This is an optimization exercise on Yosys and OpenROAD, whose aim is small area and a short achievable clock period, not a production implementation.
The RTL was checked by simulation tests, not by an equivalence proof against the original design.
Power is estimated from default activity; no workload was simulated.

Setup of cedar:
// ca_gen_scheduler
module ca_gen_scheduler
#(
  parameter int               WIDTH          = 80,
  parameter int               ROWS           = ca_pkg::CA_ROWS,
  parameter logic [7:0]       RULE           = 8'd30,
  parameter logic [WIDTH-1:0] SEED           = WIDTH'(1) << 40,
  parameter int               FRAMES_PER_GEN = 4
) (
  input  logic                     clk,
  input  logic                     rstn,
  input  logic                     frame_tick,
  input  logic                     run,
  input  logic                     step,
  input  logic [$clog2(ROWS)-1:0]  rd_row,
  output logic [WIDTH-1:0]         rd_data,
  output logic                     busy,
  output logic                     overrun,
  output logic [15:0]              gen_count
);
  localparam int AW = $clog2(ROWS);
  localparam int FW = (FRAMES_PER_GEN > 1) ? $clog2(FRAMES_PER_GEN) : 1;
  localparam int K  = 4;                           
  localparam int NB = 16;                          
  logic             wr;         
  logic [FW-1:0]    frame_cnt;
  logic [K-1:0]     ph;         
  logic [AW-1:0]    lo;         
  logic [WIDTH-1:0] cur_row;    
  logic [WIDTH-1:0] nxt_row;
  logic [WIDTH-1:0] bas [NB];
  logic             frame_last, start, append, new_base;
  assign frame_last = (frame_cnt == FW'(FRAMES_PER_GEN - 1));
  assign start      = step | (run & frame_tick & frame_last);
  assign append     = busy & wr;
  assign new_base   = append & ph[K-1];
  ...
Size in the first run: roughly 6600 cells after synthesis, ~110 I/O pins, roughly 66000 sq um of cells after synthesis.
export LEC_CHECK = 0
export ABC_AREA = 1
export CAP_MARGIN = 20
export CORE_MARGIN = 2
export CORE_UTILIZATION = 65
export CTS_BUF_LIST = sky130_fd_sc_hd__clkbuf_16
export CTS_CLUSTER_DIAMETER = 60
export CTS_CLUSTER_SIZE = 25
export PLACE_DENSITY = 0.8
export SETUP_SLACK_MARGIN = 3
export SLEW_MARGIN = 20
export SYNTH_MEMORY_MAX_BITS = 8192
create_clock -name core_clock -period 6.0 [get_ports {clk}]
run.sh (not shown) runs the stock make flow with config.mk's settings and CLKGATE_MAP_FILE= SYNTH_SCRIPT=/design/flow/synth_recipe.tcl, a recipe that flattens the netlist after the stock synthesis.
Tool error GRT-0232 stopped cedar during 5_1_grt; no final results.
Input changes introduced in tundra (baseline for comparison: cedar):
Settings: swapping 65 for 45 in CORE_UTILIZATION; swapping 25 for 20 in CTS_CLUSTER_SIZE; swapping 0.8 for 0.65 in PLACE_DENSITY.
Findings:
tundra finished every step from synthesis to the final layout, and the layout passed the timing, design-rule and antenna checks.
tundra — height of the die 20% higher, cedar as reference
The lower area of placed instances came out of cedar.
Cmp tundra and cedar / total half-perimeter wirelength after legalization and detailed placement / higher: tundra
Summary of tundra over cedar: H-tree depth now sits at about the same level, number of instances resized during post-cts repair moved up, number of rows in the core area increased by 23 relative to the old numbers, routability-driven placement congestion ratio went down by 5.5%.
As far as share of synthesized cell area in and, or, nand and nor gates goes, cedar and tundra are indistinguishable; the numbers are identical.
Input changes introduced in harbor (baseline for comparison: tundra):
Settings: swapping 45 for 55 in CORE_UTILIZATION; swapping 0.65 for 0.75 in PLACE_DENSITY.
==> comparison <==
Both conditions hold for harbor: the flow ran to the end and the final layout passed the timing, design-rule and antenna checks. Met1 wire length, tundra and harbor: smaller value in harbor. [compare] base=tundra new=harbor: count of multi-input combinational gates went down 0.57%, wire length of the first global-routing pass went down, depth of the most critical reg-to-reg path fell about 13%. Clock network fraction of design power up 1.6 points in harbor wrt tundra. harbor against tundra: starting density of the core has increased, setup fix buffers added after clock tree synthesis -92, final worst slack climbed 8.8 ps, die area lost 18%. | maximum frequency | tundra vs harbor | ≈ equal |. Against tundra, area of all placed cells without fillers in harbor fell by a few percent.
The inputs of raven differ from those of harbor as listed below.
Settings: a change of PLACE_DENSITY from 0.75 to 0.85; a change of CORE_UTILIZATION from 55 to 65.
==> run notes <==
No final results exist for raven, since it was stopped by error GRT-0232 during 5_1_grt. Relative to harbor, the effective utilization at floorplan of raven is higher by 9.9 points. Re total clock sinks: no difference whatsoever between harbor and raven. Compared raven vs harbor, and placed wire-length estimate is down in raven. In the metrics for raven and harbor, the one carrying the higher post-placement worst setup slack is raven. From harbor to raven the numbers moved as follows: cell area after placement now sits lower; vertical die dimension now sits lower; number of post-CTS setup repair buffers now sits higher; top-level I/O count now sits at about the same level. The CTS buffer count in raven was lower than what harbor gave. In raven relative to harbor, final RePlAce weighted congestion had gone down by a few percent.

## static timing again, ports no longer ideal
Ports are ideal in the flow. The routed layouts listed here were re-timed in OpenROAD. Step 1: set_driving_cell puts a clkbuf_16 on clk and a buf_2 on each other input, an assumption about the parent block. Step 2 times the ports against the registers' clock, not the clock port: input delays grow and output delays shrink by t, the midpoint of the rising clock arrivals with the driver on. Slacks: ideal ports / drivers / drivers and shift; pairs: ideal ports / drivers.
run | shift t [ns] | setup WS [ns] | worst setup path at the end | slew at the worst register clock pin (ns) | worst slew at a driven data input, ns
tundra | 0.829 | 2.436 / 2.463 / 1.634 | input to register | 0.09 / 0.09 | 0.07
harbor | 0.801 | 2.445 / 2.264 / 1.463 | input to register | 0.10 / 0.10 | 0.28
After both steps setup and hold are still met in every run listed. For harbor, which loses most, drivers alone change the setup slack by -0.181 ns; drivers and shift together by -0.982 ns.
